Context: an optimization exercise on an open-source flow, tuned for a short achievable clock period and few clock cycles per item. The choices shown serve that exercise and are no tape-out recipe. The RTL was checked by simulation tests, not by an equivalence proof against the original design.

==> job 9637 <==
// value_list_with_search_delete
module value_list_with_search_delete
#(
    parameter int DEPTH = 64
)
(
    input  logic             clk,
    input  logic             rst_n,
    input  logic             s_tvalid,
    output logic             s_tready,
    input  logic [vlsd_pkg::IN_W-1:0]  s_tdata,    
    output logic             m_tvalid,
    input  logic             m_tready,
    output logic [vlsd_pkg::OUT_W-1:0] m_tdata     
);
    vlsd_pkg::op_t                 op;
    vlsd_pkg::op_t                 nx_op;
    logic [vlsd_pkg::VALUE_W-1:0]  op_value;
    logic [vlsd_pkg::VALUE_W-1:0]  nx_value;
    logic [vlsd_pkg::VALUE_W-1:0]  n2_value;
    logic [vlsd_pkg::VALUE_W-1:0]  n3_value;
    logic [vlsd_pkg::STATUS_W-1:0] res_status;
    logic                          res_found;
    logic [vlsd_pkg::COUNT_W-1:0]  res_count;
    logic [vlsd_pkg::RES_W-1:0]    out_data;
    vlsd_ctrl u_ctrl
    (
        .clk       (clk),
        .rst_n     (rst_n),
        .in_valid  (s_tvalid),
        .in_ready  (s_tready),
        .in_data   (s_tdata),
        .out_valid (m_tvalid),
        .out_ready (m_tready),
        .out_data  (out_data),
        .op        (op),
        .op_value  (op_value),
        .nx_op     (nx_op),
        .nx_value  (nx_value),
        .n2_value  (n2_value),
        .n3_value  (n3_value),
        .res       ({res_count, res_found, res_status})
    );
    vlsd_dp #(
        .DEPTH (DEPTH)
    ) u_dp
    (
        .clk        (clk),
        .rst_n      (rst_n),
        .op         (op),
        .op_value   (op_value),
        .nx_op      (nx_op),
        .nx_value   (nx_value),
        .n2_value   (n2_value),
        .n3_value   (n3_value),
        .res_status (res_status),
        .res_found  (res_found),
        .res_count  (res_count)
    );
    assign m_tdata = {{(vlsd_pkg::OUT_W - vlsd_pkg::RES_W){1'b0}}, out_data};
endmodule
==> flow/config.mk <==
export PLATFORM = sky130hd
export DESIGN_NAME = value_list_with_search_delete
export DESIGN_NICKNAME = value_list_with_search_delete
export VERILOG_FILES = /design/flow/design.v
export SDC_FILE = /design/flow/constraint.sdc
export NUM_CORES = 4
export LEC_CHECK = 0
export CAP_MARGIN = 20
export CORE_MARGIN = 2
export CORE_UTILIZATION = 45
export SETUP_SLACK_MARGIN = 4.0
export SLEW_MARGIN = 20
export TNS_END_PERCENT = 100
==> flow/constraint.sdc <==
create_clock -name core_clock -period 6.0 [get_ports {clk}]
set_input_delay 1.2000 -clock core_clock [delete_from_list [all_inputs] [get_ports {clk}]]
set_output_delay 1.2000 -clock core_clock [all_outputs]
set_load 0.01 [all_outputs]
run.sh (not shown) runs the stock make flow with config.mk's settings and CLKGATE_MAP_FILE= SYNTH_SCRIPT=/design/flow/synth_recipe.tcl, a recipe that flattens the netlist after the stock synthesis.
==> inputs of job 8200, as changes to job 9637 <==
==> flow/config.mk (replaced) <==
export PLATFORM = sky130hd
export DESIGN_NAME = value_list_with_search_delete
export DESIGN_NICKNAME = value_list_with_search_delete
export VERILOG_FILES = /design/flow/design.v
export SDC_FILE = /design/flow/constraint.sdc
export NUM_CORES = 4
export LEC_CHECK = 0
export CAP_MARGIN = 20
export CORE_MARGIN = 2
export CORE_UTILIZATION = 55
export PLACE_DENSITY = 0.7
export SETUP_SLACK_MARGIN = 3.4
export SLEW_MARGIN = 20
export TNS_END_PERCENT = 100
==> inputs of job 9289, as changes to job 9637 <==
--- a/flow/design.v
+++ b/flow/design.v
@@ -206,20 +206,27 @@
     logic [DEPTH-1:0]             shu;                
     logic [DEPTH-1:0]             s_h, s_h_next;      
     logic [DEPTH-1:0]             s_r, s_r_next;      
     logic [DEPTH-1:0]             s_l, s_l_next;      
     logic [DEPTH-1:0]             s_n, s_n_next;      
     logic [DEPTH-1:0]             at_last;            
     logic                         pm_cut;             
     logic [DEPTH-1:0]             eq3, eq3_adj;
-    logic [DEPTH-1:0]             eq2, eq2_adj;
-    logic [DEPTH-1:0]             pm2, p22;
-    logic [DEPTH-1:0]             pm1, p21;
-    logic                         e10;
+    logic [DEPTH-1:0]             eq2;
+    logic [DEPTH-1:0]             pm2, p22, p32;
+    logic [DEPTH-1:0]             pm1, p21, p31;
+    logic [DEPTH-1:0]             pma, p2a;
+    logic [DEPTH-1:0]             shu_d, nbp_d, vld_d;
+    logic                         clr_d, popf_d, pf_d, pb_d, popb_d, vv_d;
+    logic                         r_d, pm_cut_d, p2_cut_d;
+    logic                         l2_last, l2_last2;
+    logic                         l1_last, l1_last2;
+    logic                         rm_at2, rm_at2_d;
+    logic                         la;                 
     logic                         vv1, vv2, vv3;      
     logic                         vv1_next, vv2_next;
     logic                         full, empty, found;
     logic                         grow, shrink;
     logic                         nx_full, nx_empty;
     logic                         r1;
     assign full   = vld[DEPTH-1];
     assign empty  = !vld[0];
@@ -244,56 +251,123 @@
                 || (s_n[i] && vv);
         adjust = r;
     endfunction
     assign vv3 = (op_value == n3_value);
     always_comb
         for (int i = 0; i < DEPTH; i++)
             eq3[i] = vld[i] && (ent[i] == n3_value);
     assign eq3_adj = adjust(eq3, vv3);
-    assign eq2_adj = adjust(eq2, vv2);
     always_comb
     begin
-        logic [DEPTH-1:0] a, b, a0, b0;
-        a = eq2_adj;
+        logic [DEPTH-1:0] a, b, c, a0, b0, c0;
+        a = eq2;
         b = '0;
+        c = '0;
         for (int s = 0; s < LG; s++)
         begin
             a0 = a;
             b0 = b;
+            c0 = c;
             for (int i = (1 << s); i < DEPTH; i++)
             begin
+                c[i] = c0[i] | c0[i - (1 << s)] | (b0[i] & a0[i - (1 << s)]) | (a0[i] & b0[i - (1 << s)]);
                 b[i] = b0[i] | b0[i - (1 << s)] | (a0[i] & a0[i - (1 << s)]);
                 a[i] = a0[i] | a0[i - (1 << s)];
             end
         end
         pm2 = a;
         p22 = b;
+        p32 = c;
     end
-    assign r1 = op.pop_front ? e10 : vv1;
     always_comb
     begin
-        pm_cut = 1'b0;
+        l2_last  = 1'b0;
+        l2_last2 = 1'b0;
+        for (int i = 0; i < DEPTH; i++)
+        begin
+            l2_last  = l2_last  || (eq2[i] && at_last[i]);
+            l2_last2 = l2_last2 || ((i == DEPTH-1) ? 1'b0 : (eq2[i] && at_last[(i == DEPTH-1) ? i : i+1]));
+        end
+    end
+    always_comb
+    begin
+        rm_at2 = 1'b0;
         for (int i = 0; i < DEPTH-1; i++)
-            pm_cut = pm_cut || (pm1[i] && at_last[i+1]);
+            rm_at2 = rm_at2 || (shu[i] && at_last[i+1]);
+    end
+    assign r_d      = popf_d ? pm1[0] : vv_d;
+    assign pm_cut_d = p21[DEPTH-1] || (pm1[DEPTH-1] && !l1_last);
+    assign p2_cut_d = p31[DEPTH-1] || (p21[DEPTH-1] && !l1_last);
+    always_comb
+    begin
+        for (int i = 0; i < DEPTH; i++)
+        begin
+            logic up, dn, pmd, p2d;
+            up  = (i == DEPTH-1) ? 1'b0 : vld_d[(i == DEPTH-1) ? i : i+1];
+            pmd = (i == 0) ? 1'b0 : pm1[(i == 0) ? 0 : i-1];
+            p2d = (i == 0) ? 1'b0 : p21[(i == 0) ? 0 : i-1];
+            if (clr_d)
+            begin
+                pma[i] = 1'b0;
+                p2a[i] = 1'b0;
+            end
+            else if (shu_d[i])
+            begin
+                pma[i] = r_d ? p21[(i == DEPTH-1) ? i : i+1] : pm1[(i == DEPTH-1) ? i : i+1];
+                p2a[i] = r_d ? p31[(i == DEPTH-1) ? i : i+1] : p21[(i == DEPTH-1) ? i : i+1];
+            end
+            else if (pf_d)
+            begin
+                pma[i] = vv_d || pmd;
+                p2a[i] = p2d || (vv_d && pmd);
+            end
+            else if (popb_d)
+            begin
+                pma[i] = up ? pm1[i] : pm_cut_d;
+                p2a[i] = up ? p21[i] : p2_cut_d;
+            end
+            else
+            begin
+                pma[i] = pm1[i] || (nbp_d[i] && vv_d);
+                p2a[i] = p21[i] || (nbp_d[i] && vv_d && pm1[i]);
+            end
+        end
+    end
+    assign r1 = op.pop_front ? pma[0] : vv1;
+    always_comb
+    begin
+        if (clr_d)
+            la = 1'b0;
+        else if (shu_d[DEPTH-1])
+            la = rm_at2_d ? l1_last : l1_last2;
+        else if (pf_d)
+            la = vld_d[0] ? l1_last : vv_d;
+        else if (popb_d)
+            la = l1_last2;
+        else if (pb_d)
+            la = vv_d;
+        else
+            la = l1_last;
     end
+    assign pm_cut = p2a[DEPTH-1] || (pma[DEPTH-1] && !la);
     always_comb
     begin
         for (int i = 0; i < DEPTH; i++)
         begin
             if (op.clear)
                 pre_next[i] = 1'b0;
             else if (shu[i])
-                pre_next[i] = r1 ? p21[(i == DEPTH-1) ? i : i+1] : pm1[(i == DEPTH-1) ? i : i+1];
+                pre_next[i] = r1 ? p2a[(i == DEPTH-1) ? i : i+1] : pma[(i == DEPTH-1) ? i : i+1];
             else if (pf_ok)
-                pre_next[i] = vv1 || ((i == 0) ? 1'b0 : pm1[(i == 0) ? 0 : i-1]);
+                pre_next[i] = vv1 || ((i == 0) ? 1'b0 : pma[(i == 0) ? 0 : i-1]);
             else if (popb_ok)
-                pre_next[i] = (i == DEPTH-1) ? pm_cut : (vld[(i == DEPTH-1) ? i : i+1] ? pm1[i] : pm_cut);
+                pre_next[i] = (i == DEPTH-1) ? pm_cut : (vld[(i == DEPTH-1) ? i : i+1] ? pma[i] : pm_cut);
             else
-                pre_next[i] = pm1[i] || (nbp[i] && vv1);
+                pre_next[i] = pma[i] || (nbp[i] && vv1);
         end
     end
     always_comb
     begin
         for (int i = 0; i < DEPTH; i++)
         begin
             if (shl[i])
                 ent_next[i] = ent[(i == DEPTH-1) ? i : i+1];
@@ -410,17 +484,29 @@
         end
     end
     always_ff @(posedge clk)
     begin
         pre <= pre_next;
         eq2 <= eq3_adj;
         pm1 <= pm2;
         p21 <= p22;
-        e10 <= eq2_adj[0];
+        p31 <= p32;
+        shu_d  <= shu;
+        nbp_d  <= nbp;
+        vld_d  <= vld;
+        clr_d  <= op.clear;
+        popf_d <= op.pop_front;
+        pf_d   <= pf_ok;
+        pb_d   <= |nbp;
+        l1_last  <= l2_last;
+        l1_last2 <= l2_last2;
+        rm_at2_d <= rm_at2;
+        popb_d <= popb_ok;
+        vv_d   <= vv2;
         vv1 <= vv1_next;
         vv2 <= vv2_next;
         s_h <= s_h_next;
         s_r <= s_r_next;
         s_l <= s_l_next;
         s_n <= s_n_next;
         for (int i = 0; i < DEPTH; i++)
             ent[i] <= ent_next[i];
==> flow/config.mk (replaced) <==
export PLATFORM = sky130hd
export DESIGN_NAME = value_list_with_search_delete
export DESIGN_NICKNAME = value_list_with_search_delete
export VERILOG_FILES = /design/flow/design.v
export SDC_FILE = /design/flow/constraint.sdc
export NUM_CORES = 4
export LEC_CHECK = 0
export CAP_MARGIN = 20
export CORE_MARGIN = 2
export CORE_UTILIZATION = 40
export SETUP_SLACK_MARGIN = 3.4
export SLEW_MARGIN = 20
export TNS_END_PERCENT = 100
==> results.sh <==
export IMPL_dr_pass1_iters=10
export IMPL_fin_crit_sh=0.517
export IMPL_met3_usage=0.112
export IMPL_netlist_area_um2=172000
export IMPL_synth_top_family_by_area="simple AND/OR/NAND/NOR gates"
export IMPL_grt_pass1_vias=136275
export IMPL_p_sw_mw=19.7
export IMPL_grt_pass1_wl_um=972000
export IMPL_power_density_nw_per_um2=305
export IMPL_status="no timing/DRC/antenna violations"
export IMPL_post_route_util=0.654
export IMPL_whs_ns=0.279
export IMPL_crit_slowest_cell="dfxtp_4"
export IMPL_crit_path_max_incr_delay_ns=0.38
export IMPL_p_clk_frac=0.350
export IMPL_timing_final_ws_setup_ns=2.90
the above is filed under job 8200

==> results.sh <==
export IMPL_status="no timing/DRC/antenna violations"
export IMPL_dr_pass1_iters=15
export IMPL_whs_ns=0.191
export IMPL_crit_slowest_cell="or4_4"
export IMPL_synth_top_family_by_area="simple AND/OR/NAND/NOR gates"
export IMPL_fin_crit_sh=0.574
export IMPL_power_density_nw_per_um2=310
export IMPL_crit_path_max_incr_delay_ns=0.59
export IMPL_grt_pass1_vias=140952
export IMPL_grt_pass1_wl_um=1070000
export IMPL_netlist_area_um2=172000
export IMPL_p_sw_mw=23.1
export IMPL_p_clk_frac=0.328
the above is filed under job 9637

==> results.sh <==
export IMPL_p_sw_mw=23.1
export IMPL_power_density_nw_per_um2=297
export IMPL_crit_slowest_cell="or4_4"
export IMPL_netlist_area_um2=191000
export IMPL_synth_top_family_by_area="compound AO/OA/AOI/OAI gates"
export IMPL_grt_pass1_vias=159833
export IMPL_whs_ns=0.0691
export IMPL_post_route_util=0.497
export IMPL_status="no timing/DRC/antenna violations"
export IMPL_grt_pass1_wl_um=1280000
export IMPL_met3_usage=0.112
export IMPL_fin_crit_sh=0.577
the above is filed under job 9289

Testbench counts of job 9637, summed over its fixed seeds: cycles 5,640, items 5,600.
Testbench counts of job 8200, summed over its fixed seeds: cycles 5,640, items 5,600.
Testbench counts of job 9289, summed over its fixed seeds: cycles 5,640, items 5,600.

==> what the ideal ports hide <==
The flow's constraints put no driver on any port. The routed layouts listed below were extracted and timed again, unchanged, in two steps. Step 1, drivers: a clkbuf_16 drives clk and a buf_2 each remaining input, both assumed. Step 2 times the ports against the registers' clock, not the clock port: input delays grow and output delays shrink by t, the midpoint of the rising clock arrivals with the driver on. Slacks: ideal ports / drivers / drivers and shift; pairs: ideal ports / drivers.
| run | t, ns | setup slack, ns | hold slack, ns | pins driven straight from the clock port |
|---|---|---|---|---|
| job 9637 | 1.095 | 2.555 / 2.555 / 2.555 | 0.191 / 0.126 / 0.326 | 1 |
| job 8200 | 1.067 | 2.899 / 2.899 / 2.594 | 0.279 / 0.217 / 0.328 | 1 |
| job 9289 | 1.161 | 2.537 / 2.537 / 2.491 | 0.069 / -0.020 / 0.325 | 1 |
After both steps every run listed still meets setup and hold. The setup slack of job 8200, which loses most, moves by 0.000 ns with the drivers and by -0.305 ns with both steps.
